From an optimization exercise on the open Yosys and OpenROAD flow, aimed at small area, a short achievable clock period and few clock cycles per item; shortcuts taken in it are not production practice. The RTL was checked by simulation tests, not by an equivalence proof against the original design.

===== run.sh =====
#!/bin/bash
# synth_recipe.tcl (not shown) runs the flow's synth.tcl, then flattens the netlist and writes it again
# the make line also repeats each setting of config.mk as NAME=value (left out here)
make -C /OpenROAD-flow-scripts/flow DESIGN_CONFIG=/design/flow/config.mk WORK_HOME=/design/flow/orfs CLKGATE_MAP_FILE= SYNTH_SCRIPT=/design/flow/synth_recipe.tcl finish

===== config.mk =====
export PLATFORM = sky130hd
export DESIGN_NAME = battery_voltage_average_soc_lookup
export DESIGN_NICKNAME = battery_voltage_average_soc_lookup
export VERILOG_FILES = /design/flow/design.v
export SDC_FILE = /design/flow/constraint.sdc
export NUM_CORES = 4
export LEC_CHECK = 0
export CAP_MARGIN = 20
export CORE_MARGIN = 2
export CORE_UTILIZATION = 40
export SLEW_MARGIN = 20

===== constraint.sdc =====
create_clock -name core_clock -period 8.0 [get_ports {clk_i}]
set_input_delay 1.6000 -clock core_clock [delete_from_list [all_inputs] [get_ports {clk_i}]]
set_output_delay 1.6000 -clock core_clock [all_outputs]
set_load 0.01 [all_outputs]

===== design.v =====
`default_nettype none
module bvsoc_table #(
  parameter int unsigned Depth = 100,
  parameter int unsigned Width = 14
) (
  input  wire logic             clk_i,
  input  wire logic             we_i,
  input  wire logic [6:0]       waddr_i,
  input  wire logic [Width-1:0] wdata_i,
  input  wire logic [Width-1:0] a_i,
  output      logic [Depth-1:0] gt_o,    
  output      logic             lt0_o    
);
  logic [Width-1:0] mem_q [Depth];
  always_ff @(posedge clk_i) begin
    if (we_i) begin
      mem_q[waddr_i] <= wdata_i;
    end
  end
  for (genvar i = 0; i < Depth; i++) begin : g_cmp
    assign gt_o[i] = a_i > mem_q[i];
  end
  assign lt0_o = a_i < mem_q[0];
endmodule
`default_nettype wire
`default_nettype none
module bvsoc_queue #(
  parameter int unsigned Width = 24
) (
  input  wire logic             clk_i,
  input  wire logic             rst_ni,
  input  wire logic             en_i,
  input  wire logic             in_valid_i,
  output      logic             in_stall_o,
  input  wire logic [Width-1:0] in_word_i,
  output      logic             valid_o,
  output      logic [Width-1:0] word_o
);
  logic             skid_v_q, head_v_q;
  logic [Width-1:0] skid_q, head_q;
  assign in_stall_o = skid_v_q;
  always_ff @(posedge clk_i or negedge rst_ni) begin
    if (!rst_ni) begin
      skid_v_q <= 1'b0;
      head_v_q <= 1'b0;
    end else if (en_i) begin
      skid_v_q <= 1'b0;
      head_v_q <= skid_v_q | in_valid_i;
    end else if (in_valid_i) begin
      skid_v_q <= 1'b1;
    end
  end
  always_ff @(posedge clk_i) begin
    if (en_i) begin
      head_q <= skid_v_q ? skid_q : in_word_i;
    end else if (!skid_v_q) begin
      skid_q <= in_word_i;
    end
  end
  assign valid_o = head_v_q;
  assign word_o  = head_q;
endmodule
`default_nettype wire
`default_nettype none
module bvsoc_front #(
  parameter int unsigned TableEntries = 100
) (
  input  wire logic        clk_i,
  input  wire logic        rst_ni,
  input  wire logic        en_i,
  input  wire logic        valid_i,
  input  wire logic [23:0] word_i,
  input  wire logic        cfg_valid_i,
  input  wire logic [1:0]  cfg_index_i,
  input  wire logic [3:0]  cfg_data_i,
  output      logic        valid_o,
  output      logic        write_o,
  output      logic        ldone_o,
  output      logic        sdone_o,
  output      logic [19:0] lx_o,
  output      logic [19:0] sx_o
);
  logic        cmd;
  logic [22:0] sample;
  logic [6:0]  index;
  logic [15:0] mv;
  logic [13:0] mv_clip;
  logic        is_sample, is_write;
  assign cmd       = word_i[23];
  assign sample    = word_i[22:0];
  assign index     = word_i[22:16];
  assign mv        = word_i[15:0];
  assign mv_clip   = (|mv[15:14]) ? 14'h3fff : mv[13:0];
  assign is_sample = valid_i & ~cmd;
  assign is_write  = valid_i & cmd & ({1'b0, index} < TableEntries);
  logic [3:0]  lshift_q, sshift_q;
  logic [8:0]  lleft_q, sleft_q;
  logic        lclr_q, sclr_q;
  logic [30:0] lsum_q, ssum_q;
  logic [30:0] lsum_n, ssum_n;
  logic [30:0] lsum_sh, ssum_sh;
  logic        lwrap, swrap;
  logic [3:0]  cfg_shift;
  assign cfg_shift = (cfg_data_i > 4'd8) ? 4'd8 : cfg_data_i;
  assign lsum_n = (lclr_q ? 31'd0 : lsum_q) + {8'd0, sample};
  assign ssum_n = (sclr_q ? 31'd0 : ssum_q) + {8'd0, sample};
  assign lsum_sh = lsum_n >> (lshift_q + 4'd3);
  assign ssum_sh = ssum_n >> (sshift_q + 4'd3);
  assign lwrap  = lleft_q == 9'd1;
  assign swrap  = sleft_q == 9'd1;
  always_ff @(posedge clk_i or negedge rst_ni) begin
    if (!rst_ni) begin
      lshift_q <= 4'd8;
      sshift_q <= 4'd4;
      lleft_q  <= 9'd256;
      sleft_q  <= 9'd16;
      lclr_q   <= 1'b1;
      sclr_q   <= 1'b1;
      valid_o  <= 1'b0;
      write_o  <= 1'b0;
      ldone_o  <= 1'b0;
      sdone_o  <= 1'b0;
    end else begin
      if (en_i) begin
        valid_o <= valid_i;
        write_o <= is_write;
        ldone_o <= is_sample & lwrap;
        sdone_o <= is_sample & swrap;
        if (is_sample) begin
          lclr_q  <= lwrap;
          sclr_q  <= swrap;
          lleft_q <= lwrap ? (9'd1 << lshift_q) : lleft_q - 9'd1;
          sleft_q <= swrap ? (9'd1 << sshift_q) : sleft_q - 9'd1;
        end
      end
      if (cfg_valid_i && cfg_index_i == 2'd0) begin
        lshift_q <= cfg_shift;
        lleft_q  <= 9'd1 << cfg_shift;
        lclr_q   <= 1'b1;
      end
      if (cfg_valid_i && cfg_index_i == 2'd1) begin
        sshift_q <= cfg_shift;
        sleft_q  <= 9'd1 << cfg_shift;
        sclr_q   <= 1'b1;
      end
    end
  end
  always_ff @(posedge clk_i) begin
    if (en_i) begin
      if (is_sample) begin
        lsum_q <= lsum_n;
        ssum_q <= ssum_n;
      end
      lx_o    <= cmd ? {13'd0, index} : lsum_sh[19:0];
      sx_o    <= cmd ? {6'd0, mv_clip} : ssum_sh[19:0];
    end
  end
endmodule
`default_nettype wire
`default_nettype none
module bvsoc_back #(
  parameter int unsigned TableEntries = 100
) (
  input  wire logic        clk_i,
  input  wire logic        rst_ni,
  input  wire logic        en_i,
  input  wire logic        valid_i,
  input  wire logic        write_i,
  input  wire logic        ldone_i,
  input  wire logic        sdone_i,
  input  wire logic [19:0] lx_i,
  input  wire logic [19:0] sx_i,
  output      logic        out_valid_o,
  output      logic [45:0] res_o
);
  function automatic logic [13:0] div125(input logic [19:0] x);
    logic [39:0] p;
    p = {20'd0, x} * 40'd536871;
    div125 = p[39:26];
  endfunction
  logic        v2_q, w2_q, ld2_q, sd2_q;
  logic [13:0] lq2_q, sq2_q;
  always_ff @(posedge clk_i or negedge rst_ni) begin
    if (!rst_ni) begin
      v2_q  <= 1'b0;
      w2_q  <= 1'b0;
      ld2_q <= 1'b0;
      sd2_q <= 1'b0;
    end else if (en_i) begin
      v2_q  <= valid_i;
      w2_q  <= write_i;
      ld2_q <= ldone_i;
      sd2_q <= sdone_i;
    end
  end
  always_ff @(posedge clk_i) begin
    if (en_i) begin
      lq2_q <= write_i ? lx_i[13:0] : div125(lx_i);
      sq2_q <= write_i ? sx_i[13:0] : div125(sx_i);
    end
  end
  logic [TableEntries-1:0] gt;
  logic                    lt0;
  logic [6:0]              hi;
  logic [6:0]              soc;
  bvsoc_table #(
    .Depth (TableEntries),
    .Width (14)
  ) u_table (
    .clk_i   (clk_i),
    .we_i    (w2_q),
    .waddr_i (lq2_q[6:0]),
    .wdata_i (sq2_q),
    .a_i     (sq2_q),
    .gt_o    (gt),
    .lt0_o   (lt0)
  );
  bvsoc_walk u_walk (
    .c_i  (gt[98:1]),
    .hi_o (hi)
  );
  assign soc = lt0 ? 7'd0 : (gt[99] ? 7'd100 : hi);
  logic        out_v_q, ld_q, sd_q, init_q;
  logic [13:0] lavg_q, savg_q;
  logic [6:0]  soc_q;
  always_ff @(posedge clk_i or negedge rst_ni) begin
    if (!rst_ni) begin
      out_v_q <= 1'b0;
      ld_q    <= 1'b0;
      sd_q    <= 1'b0;
      init_q  <= 1'b0;
      lavg_q  <= '0;
      savg_q  <= '0;
      soc_q   <= '0;
    end else if (en_i) begin
      out_v_q <= v2_q;
      ld_q    <= ld2_q;
      sd_q    <= sd2_q;
      if (ld2_q) begin
        lavg_q <= lq2_q;
        init_q <= 1'b1;
      end
      if (sd2_q) begin
        savg_q <= sq2_q;
        soc_q  <= soc;
      end
    end
  end
  assign out_valid_o = out_v_q;
  assign res_o = {2'b00, lavg_q, ld_q, 2'b00, savg_q, sd_q, soc_q, 4'b0000, init_q};
endmodule
`default_nettype wire
module bvsoc_walk (
  input  wire logic [98:1] c_i,
  output      logic [6:0]  hi_o
);
  logic [6:0] b;
  wire logic [98:1] c = c_i;
  assign b[0] = c[49];
  assign b[1] = (b[0] ? c[74] : c[24]);
  assign b[2] = (b[1] ? (b[0] ? c[86] : c[36]) : (b[0] ? c[61] : c[12]));
  assign b[3] = (b[2] ? (b[1] ? (b[0] ? c[92] : c[42]) : (b[0] ? c[67] : c[18])) : (b[1] ? (b[0] ? c[80] : c[30]) : (b[0] ? c[55] : c[6])));
  assign b[4] = (b[3] ? (b[2] ? (b[1] ? (b[0] ? c[95] : c[45]) : (b[0] ? c[70] : c[21])) : (b[1] ? (b[0] ? c[83] : c[33]) : (b[0] ? c[58] : c[9]))) : (b[2] ? (b[1] ? (b[0] ? c[89] : c[39]) : (b[0] ? c[64] : c[15])) : (b[1] ? (b[0] ? c[77] : c[27]) : (b[0] ? c[52] : c[3]))));
  assign b[5] = (b[4] ? (b[3] ? (b[2] ? (b[1] ? (b[0] ? c[97] : c[47]) : (b[0] ? c[72] : c[22])) : (b[1] ? (b[0] ? c[84] : c[34]) : (b[0] ? c[59] : c[10]))) : (b[2] ? (b[1] ? (b[0] ? c[90] : c[40]) : (b[0] ? c[65] : c[16])) : (b[1] ? (b[0] ? c[78] : c[28]) : (b[0] ? c[53] : c[4])))) : (b[3] ? (b[2] ? (b[1] ? (b[0] ? c[93] : c[43]) : (b[0] ? c[68] : c[19])) : (b[1] ? (b[0] ? c[81] : c[31]) : (b[0] ? c[56] : c[7]))) : (b[2] ? (b[1] ? (b[0] ? c[87] : c[37]) : (b[0] ? c[62] : c[13])) : (b[1] ? (b[0] ? c[75] : c[25]) : (b[0] ? c[50] : c[1])))));
  assign b[6] = (b[5] ? (b[4] ? (b[3] ? (b[2] ? (b[1] ? (b[0] ? c[98] : c[48]) : (b[0] ? c[73] : c[23])) : (b[1] ? (b[0] ? c[85] : c[35]) : (b[0] ? c[60] : c[11]))) : (b[2] ? (b[1] ? (b[0] ? c[91] : c[41]) : (b[0] ? c[66] : c[17])) : (b[1] ? (b[0] ? c[79] : c[29]) : (b[0] ? c[54] : c[5])))) : (b[3] ? (b[2] ? (b[1] ? (b[0] ? c[94] : c[44]) : (b[0] ? c[69] : c[20])) : (b[1] ? (b[0] ? c[82] : c[32]) : (b[0] ? c[57] : c[8]))) : (b[2] ? (b[1] ? (b[0] ? c[88] : c[38]) : (b[0] ? c[63] : c[14])) : (b[1] ? (b[0] ? c[76] : c[26]) : (b[0] ? c[51] : c[2]))))) : (b[4] ? (b[3] ? (b[2] ? (b[1] ? (b[0] ? c[96] : c[46]) : (b[0] ? c[71] : 1'b0)) : 1'b0) : 1'b0) : 1'b0));
  assign hi_o = (b[6] ? (b[5] ? (b[4] ? (b[3] ? (b[2] ? (b[1] ? (b[0] ? 7'd99 : 7'd49) : (b[0] ? 7'd74 : 7'd24)) : (b[1] ? (b[0] ? 7'd86 : 7'd36) : (b[0] ? 7'd61 : 7'd12))) : (b[2] ? (b[1] ? (b[0] ? 7'd92 : 7'd42) : (b[0] ? 7'd67 : 7'd18)) : (b[1] ? (b[0] ? 7'd80 : 7'd30) : (b[0] ? 7'd55 : 7'd6)))) : (b[3] ? (b[2] ? (b[1] ? (b[0] ? 7'd95 : 7'd45) : (b[0] ? 7'd70 : 7'd21)) : (b[1] ? (b[0] ? 7'd83 : 7'd33) : (b[0] ? 7'd58 : 7'd9))) : (b[2] ? (b[1] ? (b[0] ? 7'd89 : 7'd39) : (b[0] ? 7'd64 : 7'd15)) : (b[1] ? (b[0] ? 7'd77 : 7'd27) : (b[0] ? 7'd52 : 7'd3))))) : (b[4] ? (b[3] ? (b[2] ? (b[1] ? (b[0] ? 7'd97 : 7'd47) : (b[0] ? 7'd72 : 7'd22)) : (b[1] ? (b[0] ? 7'd84 : 7'd34) : (b[0] ? 7'd59 : 7'd10))) : (b[2] ? (b[1] ? (b[0] ? 7'd90 : 7'd40) : (b[0] ? 7'd65 : 7'd16)) : (b[1] ? (b[0] ? 7'd78 : 7'd28) : (b[0] ? 7'd53 : 7'd4)))) : (b[3] ? (b[2] ? (b[1] ? (b[0] ? 7'd93 : 7'd43) : (b[0] ? 7'd68 : 7'd19)) : (b[1] ? (b[0] ? 7'd81 : 7'd31) : (b[0] ? 7'd56 : 7'd7))) : (b[2] ? (b[1] ? (b[0] ? 7'd87 : 7'd37) : (b[0] ? 7'd62 : 7'd13)) : (b[1] ? (b[0] ? 7'd75 : 7'd25) : (b[0] ? 7'd50 : 7'd1)))))) : (b[5] ? (b[4] ? (b[3] ? (b[2] ? (b[1] ? (b[0] ? 7'd98 : 7'd48) : (b[0] ? 7'd73 : 7'd23)) : (b[1] ? (b[0] ? 7'd85 : 7'd35) : (b[0] ? 7'd60 : 7'd11))) : (b[2] ? (b[1] ? (b[0] ? 7'd91 : 7'd41) : (b[0] ? 7'd66 : 7'd17)) : (b[1] ? (b[0] ? 7'd79 : 7'd29) : (b[0] ? 7'd54 : 7'd5)))) : (b[3] ? (b[2] ? (b[1] ? (b[0] ? 7'd94 : 7'd44) : (b[0] ? 7'd69 : 7'd20)) : (b[1] ? (b[0] ? 7'd82 : 7'd32) : (b[0] ? 7'd57 : 7'd8))) : (b[2] ? (b[1] ? (b[0] ? 7'd88 : 7'd38) : (b[0] ? 7'd63 : 7'd14)) : (b[1] ? (b[0] ? 7'd76 : 7'd26) : (b[0] ? 7'd51 : 7'd2))))) : (b[4] ? (b[3] ? (b[2] ? (b[1] ? (b[0] ? 7'd96 : 7'd46) : (b[0] ? 7'd71 : 7'd22)) : (b[1] ? (b[0] ? 7'd84 : 7'd34) : (b[0] ? 7'd59 : 7'd10))) : (b[2] ? (b[1] ? (b[0] ? 7'd90 : 7'd40) : (b[0] ? 7'd65 : 7'd16)) : (b[1] ? (b[0] ? 7'd78 : 7'd28) : (b[0] ? 7'd53 : 7'd4)))) : (b[3] ? (b[2] ? (b[1] ? (b[0] ? 7'd93 : 7'd43) : (b[0] ? 7'd68 : 7'd19)) : (b[1] ? (b[0] ? 7'd81 : 7'd31) : (b[0] ? 7'd56 : 7'd7))) : (b[2] ? (b[1] ? (b[0] ? 7'd87 : 7'd37) : (b[0] ? 7'd62 : 7'd13)) : (b[1] ? (b[0] ? 7'd75 : 7'd25) : (b[0] ? 7'd50 : 7'd1)))))));
endmodule
`default_nettype none
module battery_voltage_average_soc_lookup #(
  parameter int unsigned TABLE_ENTRIES = 100
) (
  input  wire logic        clk_i,
  input  wire logic        rst_ni,
  input  wire logic        in_valid_i,
  output      logic        in_stall_o,
  input  wire logic        cmd_i,
  input  wire logic [22:0] sample_uv_i,
  input  wire logic [6:0]  entry_index_i,
  input  wire logic [15:0] entry_mv_i,
  output      logic        out_valid_o,
  input  wire logic        out_stall_i,
  output      logic [15:0] long_avg_mv_o,
  output      logic        long_done_o,
  output      logic [15:0] short_avg_mv_o,
  output      logic        short_done_o,
  output      logic [10:0] soc_x16_o,
  output      logic        init_seen_o,
  input  wire logic        cfg_valid_i,
  output      logic        cfg_ready_o,
  input  wire logic [1:0]  cfg_index_i,
  input  wire logic [3:0]  cfg_data_i
);
  logic        en;
  logic        v0, v1, w1, ld1, sd1;
  logic [23:0] in_word, word0;
  logic [19:0] lx1, sx1;
  logic [45:0] res;
  assign en = ~(out_valid_o & out_stall_i);
  assign in_word = {cmd_i, cmd_i ? {entry_index_i, entry_mv_i} : sample_uv_i};
  bvsoc_queue #(
    .Width (24)
  ) u_queue (
    .clk_i      (clk_i),
    .rst_ni     (rst_ni),
    .en_i       (en),
    .in_valid_i (in_valid_i),
    .in_stall_o (in_stall_o),
    .in_word_i  (in_word),
    .valid_o    (v0),
    .word_o     (word0)
  );
  bvsoc_front #(
    .TableEntries (TABLE_ENTRIES)
  ) u_front (
    .clk_i       (clk_i),
    .rst_ni      (rst_ni),
    .en_i        (en),
    .valid_i     (v0),
    .word_i      (word0),
    .cfg_valid_i (cfg_valid_i),
    .cfg_index_i (cfg_index_i),
    .cfg_data_i  (cfg_data_i),
    .valid_o     (v1),
    .write_o     (w1),
    .ldone_o     (ld1),
    .sdone_o     (sd1),
    .lx_o        (lx1),
    .sx_o        (sx1)
  );
  bvsoc_back #(
    .TableEntries (TABLE_ENTRIES)
  ) u_back (
    .clk_i       (clk_i),
    .rst_ni      (rst_ni),
    .en_i        (en),
    .valid_i     (v1),
    .write_i     (w1),
    .ldone_i     (ld1),
    .sdone_i     (sd1),
    .lx_i        (lx1),
    .sx_i        (sx1),
    .out_valid_o (out_valid_o),
    .res_o       (res)
  );
  assign cfg_ready_o = 1'b1;
  assign {long_avg_mv_o, long_done_o, short_avg_mv_o, short_done_o,
          soc_x16_o, init_seen_o} = res;
endmodule
`default_nettype wire

==> run notes <==
## per-layer routing
layer / share of wire, % / wire [um] / GRT usage, %
met5: 0 / 0 / 0
met4: 2.6 / 7010 / 6.23
met3: 4.7 / 12700 / 2.73
met2: 47 / 127000 / 34.0
met1: 45 / 122000 / 27.1
## state kept, by name (all words and copies together) (netlist names), 14 cells and up
register and count:
u_back.u_table.mem_q 1400, u_front.lsum_q 31, u_front.ssum_q 31, u_queue.head_q 24, u_queue.skid_q 24, u_front.lx_o 20
u_front.sx_o 20, u_back.lavg_q 14, u_back.lq2_q 14, u_back.savg_q 14, u_back.sq2_q 14
## stage by stage
| step | util (%) | hold slack (ns) | std cells | instance area, um^2 |
|---|---|---|---|---|
| 2_1_floorplan | - | 0.430 | 9186 | 105000 |
| 3_3_place_gp | 42.8 | 0.441 | 12747 | 111000 |
| 3_5_place_dp | 42.8 | 0.449 | 12749 | 111000 |
| 4_1_cts | 45.1 | 0.462 | 13092 | 117000 |
| 5_1_grt | 45.2 | 0.497 | 13099 | 117000 |
| 6_report | 45.2 | 0.456 | 13101 | 117000 |
## cells by family (layout without fill, tap and decap cells)
family | after synthesis | after routing | synth area share, %
adder cells (fa/ha/maj) | 1971 | 1971 | 24.8
buffers and inverters | 1922 | 2428 | 6.96
AO/OA/AOI/OAI | 1719 | 1719 | 10.7
AND/OR/NAND/NOR | 1671 | 1671 | 7.99
flip-flops | 1655 | 1655 | 47.2
multiplexers | 158 | 158 | 1.64
XOR/XNOR | 81 | 81 | 0.679
other | 2 | 16 | 0.00718
## final timing paths
kind                                            from                           to  cells after the start
min in group asynchronous                     rst_ni      u_back.sd_q$_DFFE_PN0N_                      1
setup / recovery           u_front.sx_o[3]$_DFFE_PN_   u_back.sq2_q[12]$_DFFE_PN_                     24
hold reg to reg             u_back.ld2_q$_DFFE_PN0N_     u_back.ld2_q$_DFFE_PN0N_                      2
setup reg to reg           u_front.sx_o[3]$_DFFE_PN_   u_back.sq2_q[12]$_DFFE_PN_                     24
hold / removal              u_back.ld2_q$_DFFE_PN0N_     u_back.ld2_q$_DFFE_PN0N_                      2
max in group asynchronous                     rst_ni  u_front.write_o$_DFFE_PN0N_                      2
## cell type report
class	count	area, um^2	share of cell area (%)
timing repair buffer	289	2730	2.33
clock inverter	108	1240	1.05
multi-input combinational	5609	48200	41.0
inverter	1796	6750	5.75
sequential	1655	49300	42.0
clock buffer	235	4900	4.17
antenna	7	17.5	0.0149
tap	3402	4260	3.63
## Yosys cell counts (89+ instances only)
| library cell | number | area share [%] |
|---|---|---|
| a211oi_1 | 89 | 0.64 |
| a21oi_1 | 465 | 2.2 |
| ha_1 | 1799 | 22 |
| nand2_1 | 373 | 1.3 |
| edfxtp_1 | 1578 | 45 |
| a21o_1 | 386 | 2.8 |
| nand4_1 | 240 | 1.4 |
| fa_1 | 172 | 3.3 |
| o21ai_0 | 343 | 1.6 |
| inv_1 | 1791 | 6.4 |
| clkbuf_1 | 100 | 0.36 |
| nor2b_1 | 163 | 0.98 |
| mux2i_1 | 106 | 1.0 |
| nand3_1 | 109 | 0.52 |
| nor2_1 | 438 | 1.6 |
## worst max-delay path: stages (launching register included)
cell	delay, ns
edfxtp_1	0.54
ha_1	0.36
ha_1	0.21
inv_1	0.08
fa_1	0.46
fa_1	0.49
inv_1	0.05
fa_1	0.46
fa_1	0.54
inv_1	0.05
fa_1	0.50
inv_1	0.05
ha_1	0.19
or4_1	0.53
a221oi_1	0.23
o21ai_1	0.13
a41oi_1	0.35
nor2b_1	0.13
a311o_1	0.43
a31o_2	0.29
a41o_1	0.28
o41a_1	0.35
a21oi_1	0.23
xnor2_1	0.14
o21ai_1	0.08
==> run notes <==
- First-pass GRT wire length: 415,000 um
- DRT Wirelength: 269,000 um
- Total setup buffers inserted after CTS: 0
- Final setup vio count: 0
- DRT iter0 DRCs: 4,724
- Setup TNS: 0 ns
- Largest net degree at the start of global routing: 101
- Synth unique cells: 97
- Most common cell after layout, fill and taps aside: ha_1
- Number of global-route vias before repair: 71,323
- Initial antenna violation count: 6
- Post-CTS resize count: 0
- Fmax: 0.134 GHz
- RSZ-0062 raised after global routing: no
- Die Wd: 515 um
- TritonCTS buffer count: 185
- Pre-CTS setup slack: 0.540 ns
- Clock tree buffer depth: 3
- Asr flop ratio synth: 4.65%
- Final min period: 7.46 ns
- Routed vias/inst: 5.34
- Slew @ Worst Pin: 1.06 ns
- Vias: 70,009
- DIE AREA: 265,000 um^2
- Hpwl dp: 181,000 um
- DR pass1 iterations: 6
- Leading cell types in the layout, fill and taps excluded: ha_1, inv_1, edfxtp_1
- Initial Utilization: 40.2%
- Layout cells sized above 1: 6.49%
- FP Rows: 187
- Overall Global Routing Usage: 20.2%
- CP required: 8.57 ns
- Gr ovfl total: 0
- Synthesized area per cell: 11.4 um^2
- Drt drc: 0
- Warnings, synthesis: 4
- Hold Fails Final Rpt: 0
- Max H-tree Level: 4
- Routed length per instance: 20.5 um
- Critical path class: flip-flop to flip-flop
- Cell Area, Synth: 105,000 um^2
- Most common flop cell mapped by yosys: edfxtp_1
- PortBufs: 97
- Min-Delay Path Class: flip-flop to flip-flop
- GP Congestion: 0.873
- CTS tree: done
- IO Count: 107
- Number of synthesized flops with an enable pin: 1,578
- R2r setup slk: 0.54 ns
- Final worst-path cycle share: 93.2%
- ANT nets after route: 0
- Core Box Area: 260,000 um^2
- Final Skew: 0.0601 ns
- Crit Path Max Fanout: 7
- Worst setup margin: 0.544 ns
- Final Slew Violations: 0
- Die Ht: 515 um
- Max-Cap Viols: 0
- Register area share after synthesis: 47.2%
- Worst-path clk slew: 0.06 ns
- Hold_buf cts: 0
- CP arrival: 8.03 ns
- Clock latency on the worst-skew pair: 0.87 ns
- Startpoint type of the worst setup path: flip-flop
- NumNets Final: 11,565
- Outcome: finished clean
- Area delta synth->final: 12.3%
- CTS Sinks: 1,655
- Flops & latches, synth: 1,655
- Root Buffer: clkbuf_16
- Fill cell count: 23,589
- Worst setup EP type: flip-flop
- Slew headroom: 28.8%
- Synthesized instance count: 9,179
Testbench counts, summed over its fixed seeds: cycles 9,312, items 9,216.

[re-timing with driven ports]
The flow's constraints put no driver on any port. The routed layout listed below was extracted and timed again, unchanged, in two steps. Step 1: set_driving_cell puts a clkbuf_16 on clk_i and a buf_2 on each other input, an assumption about the parent block. Step 2 adds t to the input delays and takes it off the output delays; t is the mean of the earliest and latest rising clock arrival at the registers after step 1. Input paths then give back, and output paths get back, about the clock's delay inside the block. a / b / c = ideal ports / drivers / drivers and shift; a / b = the first two.
shift t [ns]: 0.938
setup slack, ns: 0.544 / 0.544 / 0.544
hold slack, ns: 0.456 / 0.456 / 0.456
After both steps this run still meets setup and hold. For this run, drivers alone change the setup slack by 0.000 ns; drivers and shift together by 0.000 ns.
